Source: an optimization exercise on an open RTL-to-GDS flow (aim: small area, a short achievable clock period and few clock cycles per item). Production flows keep margins and buffers that such runs may drop. The RTL was checked by simulation tests, not by an equivalence proof against the original design. Power figures rest on the tool's default switching activity, not on a simulated workload.

== job 8916 ==
// nmpt_top
module nmpt_top (
   input  logic        clock,
   input  logic        reset,
   input  logic        req_valid,
   output logic        req_stall,
   input  logic [2:0]  req_op,
   input  logic [2:0]  req_code,
   input  logic        req_frame_ok,
   input  logic [10:0] req_page,
   output logic        rsp_valid,
   input  logic        rsp_stall,
   output logic        rsp_handled,
   output logic        rsp_page_missing,
   output logic        rsp_any_missing,
   output logic [31:0] rsp_missing_reports,
   output logic        rsp_peer_ready,
   output logic        rsp_resend,
   output logic        rsp_timed_out,
   input  logic        csr_wr_en,
   input  logic [1:0]  csr_index,
   input  logic [15:0] csr_wr_data
);
For scale: roughly 1300 flip-flops, about 81 I/O pins, roughly 49000 µm² of cells after synthesis.
export LEC_CHECK = 0
export CAP_MARGIN = 20
export CORE_MARGIN = 2
export CORE_UTILIZATION = 55
export CTS_CLUSTER_DIAMETER = 100
export CTS_CLUSTER_SIZE = 26
export SLEW_MARGIN = 20
create_clock -name core_clock -period 8.0 [get_ports {clock}]
standard.sh (not shown) runs the stock make flow with config.mk's settings and CLKGATE_MAP_FILE= SYNTH_SCRIPT=/design/flow/synth_recipe.tcl, a recipe that flattens the netlist after the stock synthesis.
==> flow/flow/run.sh <==
#!/bin/bash
export SETUP_SLACK_MARGIN=5.5
bash standard.sh > standard.log 2>&1
status=$?
cp -r orfs/logs/sky130hd/nmpt_top/base orfs_logs 2>/dev/null
exit $status
Job 8916 finished every stage and its layout cleared the timing, DRC and antenna checks.
Testbench counts of job 8916, summed over its fixed seeds: cycles 16,352, items 16,320.
Here is what was changed in the inputs of job 7406 compared with job 8916.
- CTS_CLUSTER_SIZE: 26 -> 24
- CTS_CLUSTER_DIAMETER: 100 -> 120
Notes after the runs:
- Job 7406 closes out successfully: all stages finished, all timing, DRC and antenna checks passed.
- Final standard cell area without fillers essentially unchanged between job 8916 and job 7406.
- Job 7406 vs. job 8916: worst path required time -2.15 ns; achievable frequency +3.5 MHz; share of total power in the clock network +0.5 points.
- Job 8916 reports its library cell contributing the largest single delay on the critical path as sky130_fd_sc_hd__dfxtp_1 while job 7406 reports sky130_fd_sc_hd__dfxtp_4.
The inputs of job 6056 differ from those of job 7406 as listed below.
- CTS_CLUSTER_DIAMETER now 70, was 120
- CTS_CLUSTER_SIZE now 28, was 24
Notes after the runs:
The final count of pins violating max slew of job 7406 and that of job 6056 are within noise of each other. Post-route minimum period: job 6056 > job 7406. In terms of via count of the first global-routing pass, job 7406 and job 6056 differ only marginally. Between job 6056 and job 7406, the met2 track utilization from global routing is lower for job 6056. First-iteration DRC count in job 6056 is 3.5% above job 7406. Looking at job 6056 and job 7406, the via count of the routed design is a wash. On wire length of the first global-routing pass, job 6056 tracks job 7406 almost exactly. Compared with job 7406, job 6056 is the more power-hungry design.
#### Input delta (job 358 over job 6056)
- swapping 70 for 120 in CTS_CLUSTER_DIAMETER
- swapping 28 for 24 in CTS_CLUSTER_SIZE
--- a/flow/flow/run.sh
+++ b/flow/flow/run.sh
@@ -1,4 +1,4 @@
 #!/bin/bash
-export SETUP_SLACK_MARGIN=5.5
+export SETUP_SLACK_MARGIN=5.6
 bash standard.sh > standard.log 2>&1
 status=$?
==> comparison <==
- Relative to job 6056, final period utilization has decreased by 0.25 points in job 358.
- The core of job 358 is more densely filled than that of job 6056.
- Relative to job 6056, sequential power decreased by about 1% in job 358.


Another version of the RTL of nmpt_top (not shown whole).
Size: roughly 5,500 cells after synthesis, ~1,300 flip-flops, roughly 81 I/O pins, ~0.049 mm² of cells after synthesis.
clock: 8.0 ns
lec_check: 0
cap_margin: 20
core_margin: 2
core_utilization: 55
cts_cluster_diameter: 120
cts_cluster_size: 24
slew_margin: 20
==> flow/flow/run.sh <==
#!/bin/bash
export SETUP_SLACK_MARGIN=5.3
bash standard.sh > standard.log 2>&1
status=$?
cp -r orfs/logs/sky130hd/nmpt_top/base orfs_logs 2>/dev/null
exit $status
The starting point produced a clean layout.
Testbench counts at the start, summed over its fixed seeds: cycles 16,352, items 16,320.
Next try:
==> flow/run.sh (new file) <==
#!/bin/bash
# synth_recipe.tcl (not shown) runs the flow's synth.tcl, then flattens the netlist and writes it again
# the make line also repeats each setting of config.mk as NAME=value (left out here)
make -C /OpenROAD-flow-scripts/flow DESIGN_CONFIG=/design/flow/config.mk WORK_HOME=/design/flow/orfs CLKGATE_MAP_FILE= SYNTH_SCRIPT=/design/flow/synth_recipe.tcl finish
- SETUP_SLACK_MARGIN: default -> 5.0
removed: flow/flow/run.sh
removed: flow/standard.sh
Effect:
- The new run completed with no timing, DRC or antenna violations
- via count falls slightly
- final area falls slightly
- routed wire length increases slightly
- worst setup slack is worse by 0.13 ns
- maximum frequency came out lower by a few percent
- global-route usage is higher by 0.66 points
- first-iteration DRC count went up by a few percent


nmpt_top with an RTL version that a note above also has.
For scale: about 0.049 mm² of cells after synthesis.
clock: 8.0 ns
lec_check: 0
cap_margin: 20
core_margin: 2
core_utilization: 55
cts_cluster_diameter: 100
cts_cluster_size: 28
slew_margin: 20
==> flow/flow/run.sh <==
#!/bin/bash
export SETUP_SLACK_MARGIN=5.5
bash standard.sh > standard.log 2>&1
status=$?
cp -r orfs/logs/sky130hd/nmpt_top/base orfs_logs 2>/dev/null
exit $status
Testbench counts at the start, summed over its fixed seeds: cycles 16,352, items 16,320.
Edit:
==> flow/flow/run.sh (replaced) <==
#!/bin/bash
export SETUP_SLACK_MARGIN=5.7
bash standard.sh > standard.log 2>&1
status=$?
cp -r orfs/logs/sky130hd/nmpt_top/base orfs_logs 2>/dev/null
exit $status
Settings changed: CTS_CLUSTER_DIAMETER 100 to 120, CTS_CLUSTER_SIZE 28 to 24.
Setup slack gets worse by 0.0075 ns.
Global-route usage goes up by 0.35 points.
Cell count came out higher by 1.2%.
Fmax stays flat.
Clock skew decreases by 0.016 ns.
First-iteration DRC count falls by about 5.6%.
Total power rose by 2.9%.
Die area stays the same.
Synthesized cell count is unchanged.
Non-clock buffer count rose by 62.

==> port drivers added, routing unchanged <==
How much do the figures lean on ideal ports? The routed layouts below were timed once more, with nothing changed but the port constraints. Step 1, drivers: a clkbuf_16 drives clock and a buf_2 each remaining input, both assumed. Step 2 also shifts input and output timing later by t, the mid clock arrival at the registers, as if the neighbouring blocks saw the same clock. a / b / c = ideal ports / drivers / drivers and shift; a / b = the first two.
run | shift t [ns] | setup WS [ns] | worst slew at a driven data input, ns
job 8916 | 0.745 | 5.191 / 5.154 / 4.764 | 0.09
job 7406 | 0.764 | 5.218 / 5.144 / 4.664 | 0.09
job 6056 | 0.780 | 5.209 / 5.137 / 4.778 | 0.09
job 358 | 0.763 | 5.230 / 5.153 / 4.733 | 0.10
the first run of note 2 | 0.744 | 5.155 / 5.112 / 4.570 | 0.06
the second run of note 2 | 0.758 | 5.020 / 4.964 / 4.312 | 0.05
the first run of note 3 | 0.742 | 5.245 / 5.173 / 4.766 | 0.09
the second run of note 3 | 0.754 | 5.238 / 5.162 / 4.655 | 0.08
After both steps every run listed still meets setup and hold. For the second run of note 2, which loses most, drivers alone change the setup slack by -0.056 ns; drivers and shift together by -0.708 ns.
